This design comes from an exercise in tuning for small area, a short achievable clock period and few clock cycles per item on the open sky130 flow, not from production work. At most, simulation tests tie the RTL to the original design; equivalence was not proved. Power figures rest on the tool's default switching activity, not on a simulated workload.

== PW ==
Design html_markup_tokenizer_unit, start of the top module:
module html_markup_tokenizer_unit (
  input  logic        clk,
  input  logic        rst,
  input  logic        byte_valid,
  output logic        byte_stall,
  input  logic [8:0]  byte_item,    
  output logic        event_valid,
  input  logic        event_stall,
  output logic [13:0] event_item    
);
  localparam logic [4:0] S_DATA     = 5'd0;
  localparam logic [4:0] S_TAG_OPEN = 5'd1;
  localparam logic [4:0] S_TAG_NAME = 5'd2;
  localparam logic [4:0] S_END_OPEN = 5'd3;
  localparam logic [4:0] S_SELF_CL  = 5'd4;
  localparam logic [4:0] S_BA       = 5'd5;    
  localparam logic [4:0] S_ANAME    = 5'd6;
  localparam logic [4:0] S_AA       = 5'd7;    
  localparam logic [4:0] S_BAV      = 5'd8;    
  localparam logic [4:0] S_VDQ      = 5'd9;
  localparam logic [4:0] S_VSQ      = 5'd10;
  localparam logic [4:0] S_VUNQ     = 5'd11;
  localparam logic [4:0] S_TEXT     = 5'd12;   
  localparam logic [4:0] S_MARKUP   = 5'd13;
  localparam logic [4:0] S_COMMENT  = 5'd14;
  localparam logic [4:0] S_DOCTYPE  = 5'd15;
  localparam logic [4:0] S_R_FIN0   = 5'd16;   
  localparam logic [4:0] S_R_FIN1   = 5'd17;   
  localparam logic [4:0] S_R_ANAME  = 5'd18;   
  localparam logic [4:0] S_R_FLUSH  = 5'd19;   
  localparam logic [4:0] S_R_DASH   = 5'd20;   
  localparam logic [4:0] S_R_HELD   = 5'd21;   
  localparam logic [4:0] S_C_TAG     = 5'd24;  
  ...
clock: 11.5 ns
lec_check: 0
cap_margin: 20
core_margin: 2
core_utilization: 40
cts_buf_list: sky130_fd_sc_hd__clkbuf_8
place_density: 0.75
setup_slack_margin: 5
slew_margin: 20
standard.sh (not shown) runs the stock make flow with config.mk's settings and CLKGATE_MAP_FILE= SYNTH_SCRIPT=/design/flow/synth_recipe.tcl, a recipe that flattens the netlist after the stock synthesis.
==> flow/flow/run.sh <==
#!/bin/bash
set -euo pipefail
here=$PWD
sed "s|\$::env(SCRIPTS_DIR)/synth.tcl|$here/synth_custom.tcl|" synth_recipe.tcl > synth_recipe_custom.tcl
sed "s|^  log_cmd abc {\*}\$abc_args|  set abc_args [lreplace \$abc_args 1 1 $here/flow/area.abc]\n  log_cmd abc {*}\$abc_args|" \
  "$FLOW_HOME/scripts/synth.tcl" > synth_custom.tcl
grep -q "flow/area.abc" synth_custom.tcl
grep -q "synth_custom.tcl" synth_recipe_custom.tcl
bash standard.sh SYNTH_SCRIPT="$here/synth_recipe_custom.tcl" SETUP_SLACK_MARGIN=7.5 \
  "BUFFER_PORTS_ARGS=-buffer_cell sky130_fd_sc_hd__buf_2" finish > standard.log 2>&1
==> flow/flow/area.abc <==
strash
ifraig
scorr
dc2
strash
&get -n
&st
&syn4
&dch -f
&nf -R 1000
&put
PW did not stop at any stage, and its layout met the timing, design-rule and antenna checks.
--- input diff PW..TR ---
--- a/flow/design.v
+++ b/flow/design.v
@@ -144,21 +144,21 @@
     endcase
   end
   always_comb begin
     case (st)
       S_DATA, S_TEXT: clos_empty = is_lt;
       S_TAG_OPEN: clos_empty = is_sl;
       S_END_OPEN: clos_empty = !is_al;
       S_TAG_NAME: clos_empty = is_gt;
       S_SELF_CL:  clos_empty = is_gt;
       S_BA, S_ANAME, S_AA, S_BAV, S_VUNQ: clos_empty = is_gt;
-      S_COMMENT:  clos_empty = is_gt && dash == 2'd2;
+      S_COMMENT:  clos_empty = is_gt && dash[1];
       S_DOCTYPE:  clos_empty = is_gt;
       S_R_FIN0, S_R_FIN1: clos_empty = 1'b1;
       default:    clos_empty = 1'b0;
     endcase
   end
   always_comb begin
     n_st      = st;
     n_anp     = anp;
     n_avp     = avp;
     n_mc      = mc;
@@ -360,47 +360,47 @@
           if (hc == {1'b0, mc} + 4'd1) begin
             n_st = (st == S_C_FLUSH) ? S_C_DATA : S_TEXT;
             n_hc = 4'd0;
             n_mc = 3'd0;
           end else begin
             n_hc = hc + 4'd1;
           end
         end
         S_COMMENT: begin
           if (is_dash) begin
-            if (dash != 2'd2) begin
-              n_dash = dash + 2'd1;
+            if (!dash[1]) begin
+              n_dash = {dash[0], 1'b1};
             end else begin
               emit = 1'b1;
               ek   = htok_pkg::EV_COMMENT;
             end
-          end else if (is_gt && dash == 2'd2) begin
+          end else if (is_gt && dash[1]) begin
             emit   = 1'b1;
             ek     = htok_pkg::EV_COMMENT_END;
             n_dash = 2'd0;
             n_st   = S_DATA;
-          end else if (dash != 2'd0) begin
+          end else if (dash[0]) begin
             emit   = 1'b1;
             ek     = htok_pkg::EV_COMMENT;
-            n_dash = dash - 2'd1;
+            n_dash = {1'b0, dash[1]};
             n_st   = S_R_DASH;
             cont   = 1'b1;
           end else begin
             emit = 1'b1;
             ek   = htok_pkg::EV_COMMENT;
           end
         end
         S_R_DASH: begin
           emit = 1'b1;
           ek   = htok_pkg::EV_COMMENT;
-          if (dash != 2'd0) begin
-            n_dash = dash - 2'd1;
+          if (dash[0]) begin
+            n_dash = {1'b0, dash[1]};
             cont   = 1'b1;
           end else begin
             n_st = S_COMMENT;
           end
         end
         S_DOCTYPE: begin
           if (is_gt) begin
             emit      = 1'b1;
             ek        = htok_pkg::EV_DOCTYPE_END;
             n_hc      = 4'd0;
@@ -464,23 +464,23 @@
         end
         S_C_MARKUP: begin
           emit = 1'b1;
           ek   = htok_pkg::EV_TEXT;
           n_st = S_C_FLUSH;
           n_hc = 4'd1;
           cont = 1'b1;
         end
         S_C_COMMENT: begin
           emit = 1'b1;
-          if (dash != 2'd0) begin
+          if (dash[0]) begin
             ek     = htok_pkg::EV_COMMENT;
-            n_dash = dash - 2'd1;
+            n_dash = {1'b0, dash[1]};
             cont   = 1'b1;
           end else begin
             ek   = htok_pkg::EV_COMMENT_END;
             n_st = S_DATA;
           end
         end
         S_C_DOCTYPE: begin
           emit      = 1'b1;
           ek        = htok_pkg::EV_DOCTYPE_END;
           n_st      = S_DATA;
@@ -544,21 +544,21 @@
       end
     end
   end
   logic [7:0] src;
   logic       byte_ev;
   always_comb begin
     case (st)
       S_TAG_OPEN:                      src = is_al ? x : 8'h3C;
       S_MARKUP, S_C_MARKUP:            src = 8'h3C;
       S_R_FLUSH, S_C_FLUSH:            src = f_byte;
-      S_COMMENT, S_R_DASH, S_C_COMMENT: src = (dash != 2'd0) ? 8'h2D : x;
+      S_COMMENT, S_R_DASH, S_C_COMMENT: src = (dash[0]) ? 8'h2D : x;
       S_DOCTYPE, S_R_HELD:             src = (hc != 4'd0) ? h_old_b : x;
       default:                         src = x;
     endcase
   end
   assign byte_ev = (ek == htok_pkg::EV_TEXT) || (ek == htok_pkg::EV_START_BEGIN) ||
                    (ek == htok_pkg::EV_END_BEGIN) || (ek == htok_pkg::EV_NAME) ||
                    (ek == htok_pkg::EV_ANAME) || (ek == htok_pkg::EV_AVALUE) ||
                    (ek == htok_pkg::EV_COMMENT) || (ek == htok_pkg::EV_DOCTYPE);
   assign eb = byte_ev ? src : 8'h00;
   assign consume = go && !n_pend;
## What came out
TR has synthesized cell count below what PW had. Lower share of the final layout cell area in multi-input gates among PW and TR: TR. Relative to PW, detailed-routed wire length on met3 has gone up in TR. More vias were needed by PW than by TR. PW has lower met1 track utilization from global routing than TR. TR gives less overall die area than PW did. Run comparison: TR category of the most critical setup path in2reg; PW category of the most critical setup path reg2reg. Summary: with PW as the reference, global-route wire length before repair in TR moved up by a few percent. TR vs PW: non-clock buffer total of the final layout up. Taking PW as the reference, in TR final worst-path cycle share rose by 0.90 points, synthesized netlist net count now sits lower. Compared with PW, TR shows a power share of the clock group that is 1.4 points lower. Relative to PW, fraction of standard cell area that is sequential has decreased by 0.71 points in TR.
No run of this note included a check of the RTL's function; only the layout flow was run.

---

Setup of old:
Another version of the RTL of html_markup_tokenizer_unit (not shown whole).
Size: roughly 670 cells after synthesis, about 72 flip-flops, roughly 29 I/O pins, roughly 5300 µm² of cells after synthesis.
==> flow/config.mk <==
export PLATFORM = sky130hd
export DESIGN_NAME = html_markup_tokenizer_unit
export DESIGN_NICKNAME = html_markup_tokenizer_unit
export VERILOG_FILES = /design/flow/design.v
export SDC_FILE = /design/flow/constraint.sdc
export NUM_CORES = 4
export LEC_CHECK = 0
export CAP_MARGIN = 20
export CORE_MARGIN = 2
export CORE_UTILIZATION = 40
export CTS_BUF_LIST = sky130_fd_sc_hd__clkbuf_8
export SETUP_SLACK_MARGIN = 5
export SLEW_MARGIN = 20
==> flow/constraint.sdc <==
create_clock -name core_clock -period 11.5 [get_ports {clk}]
set_input_delay 2.3000 -clock core_clock [delete_from_list [all_inputs] [get_ports {clk}]]
set_output_delay 2.3000 -clock core_clock [all_outputs]
set_load 0.01 [all_outputs]
Scripts as last shown in full above: flow/flow/run.sh, flow/flow/area.abc
old went all the way through the flow, and no timing, DRC or antenna check failed.
Edits applied to the flow inputs when going from old to new:
-- flow/design.v --
<<< old, line 62
  logic [1:0] dash;         
  logic [3:0] hc;           
  logic [3:0][2:0] hh;      
  logic [7:0][2:0] hs;
  logic       started;      
  logic       ir_v, sk_v;
>>> new, line 62
  logic [1:0] dash;         
  logic [3:0] hc;           
  logic [7:0][2:0] hs;      
  logic       started;      
  logic       ir_v, sk_v;
<<< old, line 98
    endcase
  endfunction
  assign hs = {hh, {md, dash}, mc, mu[5:3], mu[2:0]};
  logic [2:0] h_old;
  logic [7:0] h_old_b;
>>> new, line 97
    endcase
  endfunction
  logic [2:0] h_old;
  logic [7:0] h_old_b;
<<< old, line 604
        anp     <= n_anp;
        avp     <= n_avp;
        if (h_push) begin
          mc   <= mu[5:3];
          dash <= mc[1:0];
        end else begin
          mc   <= n_mc;
          dash <= n_dash;
        end
        hc      <= n_hc;
        started <= n_started;
>>> new, line 602
        anp     <= n_anp;
        avp     <= n_avp;
        mc      <= n_mc;
        dash    <= n_dash;
        hc      <= n_hc;
        started <= n_started;
<<< old, line 637
    end
    if (go) begin
      if (h_push) begin
        hh <= {hh[2:0], md, dash};
        md <= mc[2];
        mu <= {mu[2:0], x[2:0]};
      end else begin
        md <= n_md;
        mu <= n_mu;
      end
    end
>>> new, line 630
    end
    if (go) begin
      md <= n_md;
      mu <= n_mu;
      if (h_push) begin
        hs <= {hs[6:0], x[2:0]};
      end
    end
Results
- new ends up with a die area that is about 5% higher than in old.
- The share of power burned in the clock network of new falls short of that of old by 1.0 points.
- Changes observed in new relative to old: wire length of the first global-routing pass now smaller, net total in the final layout stayed essentially flat, simple-gate share of the synthesized area -0.92 points.
- Looking at new and old, the clock slew seen by the registers of the worst setup and hold paths is a wash.
- new vs old, commonest non-fill, non-tap cell in the layout: sky130_fd_sc_hd__nor2_1 vs sky130_fd_sc_hd__nand2_1
- Relative to old, growth of design area from synthesis to finish has decreased by 5.0 points in new.
- Looking only at post-route fraction of the period consumed by the critical path, and setting everything else aside, the higher value of new and old goes to old.
- new reports a lower mux contribution to synthesized area than old does.
Testbench counts of new, summed over its fixed seeds: cycles 35,554, events 31,895.
No functional check of the RTL was part of old.

---

== v10 ==
html_markup_tokenizer_unit with an RTL version that a note above also has.
For scale: about 660 cells after synthesis, about 83 flip-flops, ~29 I/O pins, about 5400 um^2 of cells after synthesis.
Settings: LEC_CHECK=0, CAP_MARGIN=20, CORE_MARGIN=2, CORE_UTILIZATION=40, CTS_BUF_LIST=sky130_fd_sc_hd__clkbuf_8, SETUP_SLACK_MARGIN=5, SLEW_MARGIN=20; clock period 11.5 ns.
Scripts as last shown in full above: flow/flow/run.sh, flow/flow/area.abc
No stage failed in v10, and the final checks on the layout all came back clean.
What v17 does differently from v10 at the input level:
diff --git a/flow/design.v b/flow/design.v
--- a/flow/design.v
+++ b/flow/design.v
@@ -102,55 +102,41 @@
       4'd1:    h_old = hs[0];
       4'd2:    h_old = hs[1];
       4'd3:    h_old = hs[2];
       4'd4:    h_old = hs[3];
       4'd5:    h_old = hs[4];
       4'd6:    h_old = hs[5];
       4'd7:    h_old = hs[6];
       default: h_old = hs[7];
     endcase
   end
   assign h_old_b = (h_old == 3'd0) ? 8'h20 : {5'b00001, h_old};
-  logic [2:0] fpos;
   logic [7:0] f_byte;
-  assign fpos = hc[2:0] - 3'd2;
   always_comb begin
-    if (hc == 4'd1)  f_byte = 8'h21;
-    else if (md)     f_byte = 8'h2D;
-    else             f_byte = dt_char(fpos) & ~{2'b00, mu[fpos], 5'b00000};
+    if (hc[3])     f_byte = 8'h21;
+    else if (md)   f_byte = 8'h2D;
+    else           f_byte = dt_char(hc[2:0]) & ~{2'b00, mu[hc[2:0]], 5'b00000};
   end
   logic [4:0] n_st;
   logic       n_anp, n_avp, n_started, n_pend;
   logic       clos_empty;
   logic [2:0] n_mc;
   logic [1:0] n_dash;
   logic [3:0] n_hc;
   logic       emit, esc, cont, more, finish;
   logic [3:0] ek;
   logic [7:0] eb;
   logic       do_fin, fin_sc, fin_store, do_an, an_store;
   logic       pending;
   logic       tag_state;
   assign pending = anp || avp;
-  logic [4:0] cl_target;
-  always_comb begin
-    case (st)
-      S_DATA, S_TEXT:      cl_target = S_C_DATA;
-      S_TAG_OPEN:          cl_target = is_bang ? S_C_MARKUP : S_C_TAG;
-      S_MARKUP:            cl_target = (mc != 3'd0 && md && is_dash) ? S_C_COMMENT :
-                                       (mc == 3'd6) ? S_C_DOCTYPE : S_C_MARKUP;
-      S_COMMENT, S_R_DASH: cl_target = S_C_COMMENT;
-      S_DOCTYPE, S_R_HELD: cl_target = S_C_DOCTYPE;
-      default:             cl_target = S_C_TAG;
-    endcase
-  end
   always_comb begin
     case (st)
       S_DATA, S_TEXT: clos_empty = is_lt;
       S_TAG_OPEN: clos_empty = is_sl;
       S_END_OPEN: clos_empty = !is_al;
       S_TAG_NAME: clos_empty = is_gt;
       S_SELF_CL:  clos_empty = is_gt;
       S_BA, S_ANAME, S_AA, S_BAV, S_VUNQ: clos_empty = is_gt;
       S_COMMENT:  clos_empty = is_gt && dash == 2'd2;
       S_DOCTYPE:  clos_empty = is_gt;
       S_R_FIN0, S_R_FIN1: clos_empty = 1'b1;
@@ -341,36 +327,36 @@
               n_mc      = 3'd0;
               n_hc      = 4'd0;
               n_started = 1'b0;
               n_st      = S_DOCTYPE;
             end else begin
               n_mc     = mc + 3'd1;
             end
           end else begin
             emit = 1'b1;
             ek   = htok_pkg::EV_TEXT;
             n_st = S_R_FLUSH;
-            n_hc = 4'd1;
+            n_hc = 4'd8;
             cont = 1'b1;
           end
         end
         S_R_FLUSH, S_C_FLUSH: begin
           emit = 1'b1;
           ek   = htok_pkg::EV_TEXT;
           cont = 1'b1;
-          if (hc == {1'b0, mc} + 4'd1) begin
+          if (hc[3] ? (mc == 3'd0) : (hc[2:0] + 3'd1 == mc)) begin
             n_st = (st == S_C_FLUSH) ? S_C_DATA : S_TEXT;
             n_hc = 4'd0;
             n_mc = 3'd0;
           end else begin
-            n_hc = hc + 4'd1;
+            n_hc = hc[3] ? 4'd0 : hc + 4'd1;
           end
         end
         S_COMMENT: begin
           if (is_dash) begin
             if (dash != 2'd2) begin
               n_dash = dash + 2'd1;
             end else begin
               emit = 1'b1;
               ek   = htok_pkg::EV_COMMENT;
             end
           end else if (is_gt && dash == 2'd2) begin
@@ -458,23 +444,23 @@
             n_avp = 1'b0;
             cont  = 1'b1;
           end else begin
             ek   = htok_pkg::EV_TAG_ABORT;
             n_st = S_DATA;
           end
         end
         S_C_MARKUP: begin
           emit = 1'b1;
           ek   = htok_pkg::EV_TEXT;
           n_st = S_C_FLUSH;
-          n_hc = 4'd1;
+          n_hc = 4'd8;
           cont = 1'b1;
         end
         S_C_COMMENT: begin
           emit = 1'b1;
           if (dash != 2'd0) begin
             ek     = htok_pkg::EV_COMMENT;
             n_dash = dash - 2'd1;
             cont   = 1'b1;
           end else begin
             ek   = htok_pkg::EV_COMMENT_END;
             n_st = S_DATA;
@@ -532,23 +518,29 @@
           n_st  = S_ANAME;
         end
       end
     more   = cont;
     n_pend = cont;
     if (!cont && xl && !(st[4] && st[3])) begin
       if (clos_empty) begin
         n_st = S_DATA;
       end else begin
         more   = 1'b1;
         n_pend = 1'b1;
-        n_st   = cl_target;
+        case (n_st)
+          S_MARKUP:  n_st = S_C_MARKUP;
+          S_COMMENT: n_st = S_C_COMMENT;
+          S_DOCTYPE: n_st = S_C_DOCTYPE;
+          S_TEXT:    n_st = S_C_DATA;
+          default:   n_st = S_C_TAG;
+        endcase
       end
     end
   end
   logic [7:0] src;
   logic       byte_ev;
   always_comb begin
     case (st)
       S_TAG_OPEN:                      src = is_al ? x : 8'h3C;
       S_MARKUP, S_C_MARKUP:            src = 8'h3C;
       S_R_FLUSH, S_C_FLUSH:            src = f_byte;
       S_COMMENT, S_R_DASH, S_C_COMMENT: src = (dash != 2'd0) ? 8'h2D : x;
--- outcome ---
v17: flow completed, timing, DRC and antenna clean. v10 has lower utilization after layout than v17. Clock period minus final worst setup slack: higher on v17. Relative to v10, routed wire length increased by 6.9% in v17. [compare] base=v10 new=v17: non-clock buffer count moved down; average wire length per cell after detail routing moved up; number of instances in the placed design moved up; cell count moved up. Against v10, v17 comes in 5 lower on largest net degree at the start of global routing. Setup WNS v10 -> v17: worse. v10 has a lower count of nets after finishing than v17. For the fraction of power spent switching nets, v17 came in 1.1 points lower than v10 did. Comparing fmax for v10 and v17, the bigger number came from v10. From v10 to v17 the numbers moved as follows: cell area up 150 um^2, critical path depth now smaller.
Function was not checked in any run of this note: the RTL went through the layout flow alone.

==> what the ideal ports hide <==
The flow's constraints put no driver on any port. The routed layouts listed below were extracted and timed again, unchanged, in two steps.
Step 1 (the two cells are an assumption about what drives the block):
set clk [get_ports {clk}]
set_driving_cell -lib_cell sky130_fd_sc_hd__clkbuf_16 $clk
set_driving_cell -lib_cell sky130_fd_sc_hd__buf_2 [delete_from_list [all_inputs] $clk]
Step 2, shift: input delay + t, output delay - t, t = (earliest + latest rising clock arrival at the registers) / 2. This alone moves slack from input paths to output paths.
Three values: no drivers, after step 1, after step 2; two values: the first two.
run	t (ns)	slack for setup (ns)	worst setup path after step 2	worst data-port slew with drivers (ns)	pins driven straight from the clock port
PW	0.406	7.657 / 7.657 / 7.337	input to register	0.03	1
TR	0.413	7.554 / 7.565 / 7.157	input to register	0.03	1
old	0.401	7.510 / 7.510 / 7.372	input to register	0.03	1
new	0.411	7.687 / 7.687 / 7.432	input to register	0.03	1
v10	0.417	7.605 / 7.605 / 7.367	input to register	0.03	1
v17	0.428	7.560 / 7.579 / 7.150	input to register	0.03	1
After both steps setup and hold are still met in every run listed. For v17, which loses most, drivers alone change the setup slack by +0.019 ns; drivers and shift together by -0.410 ns.
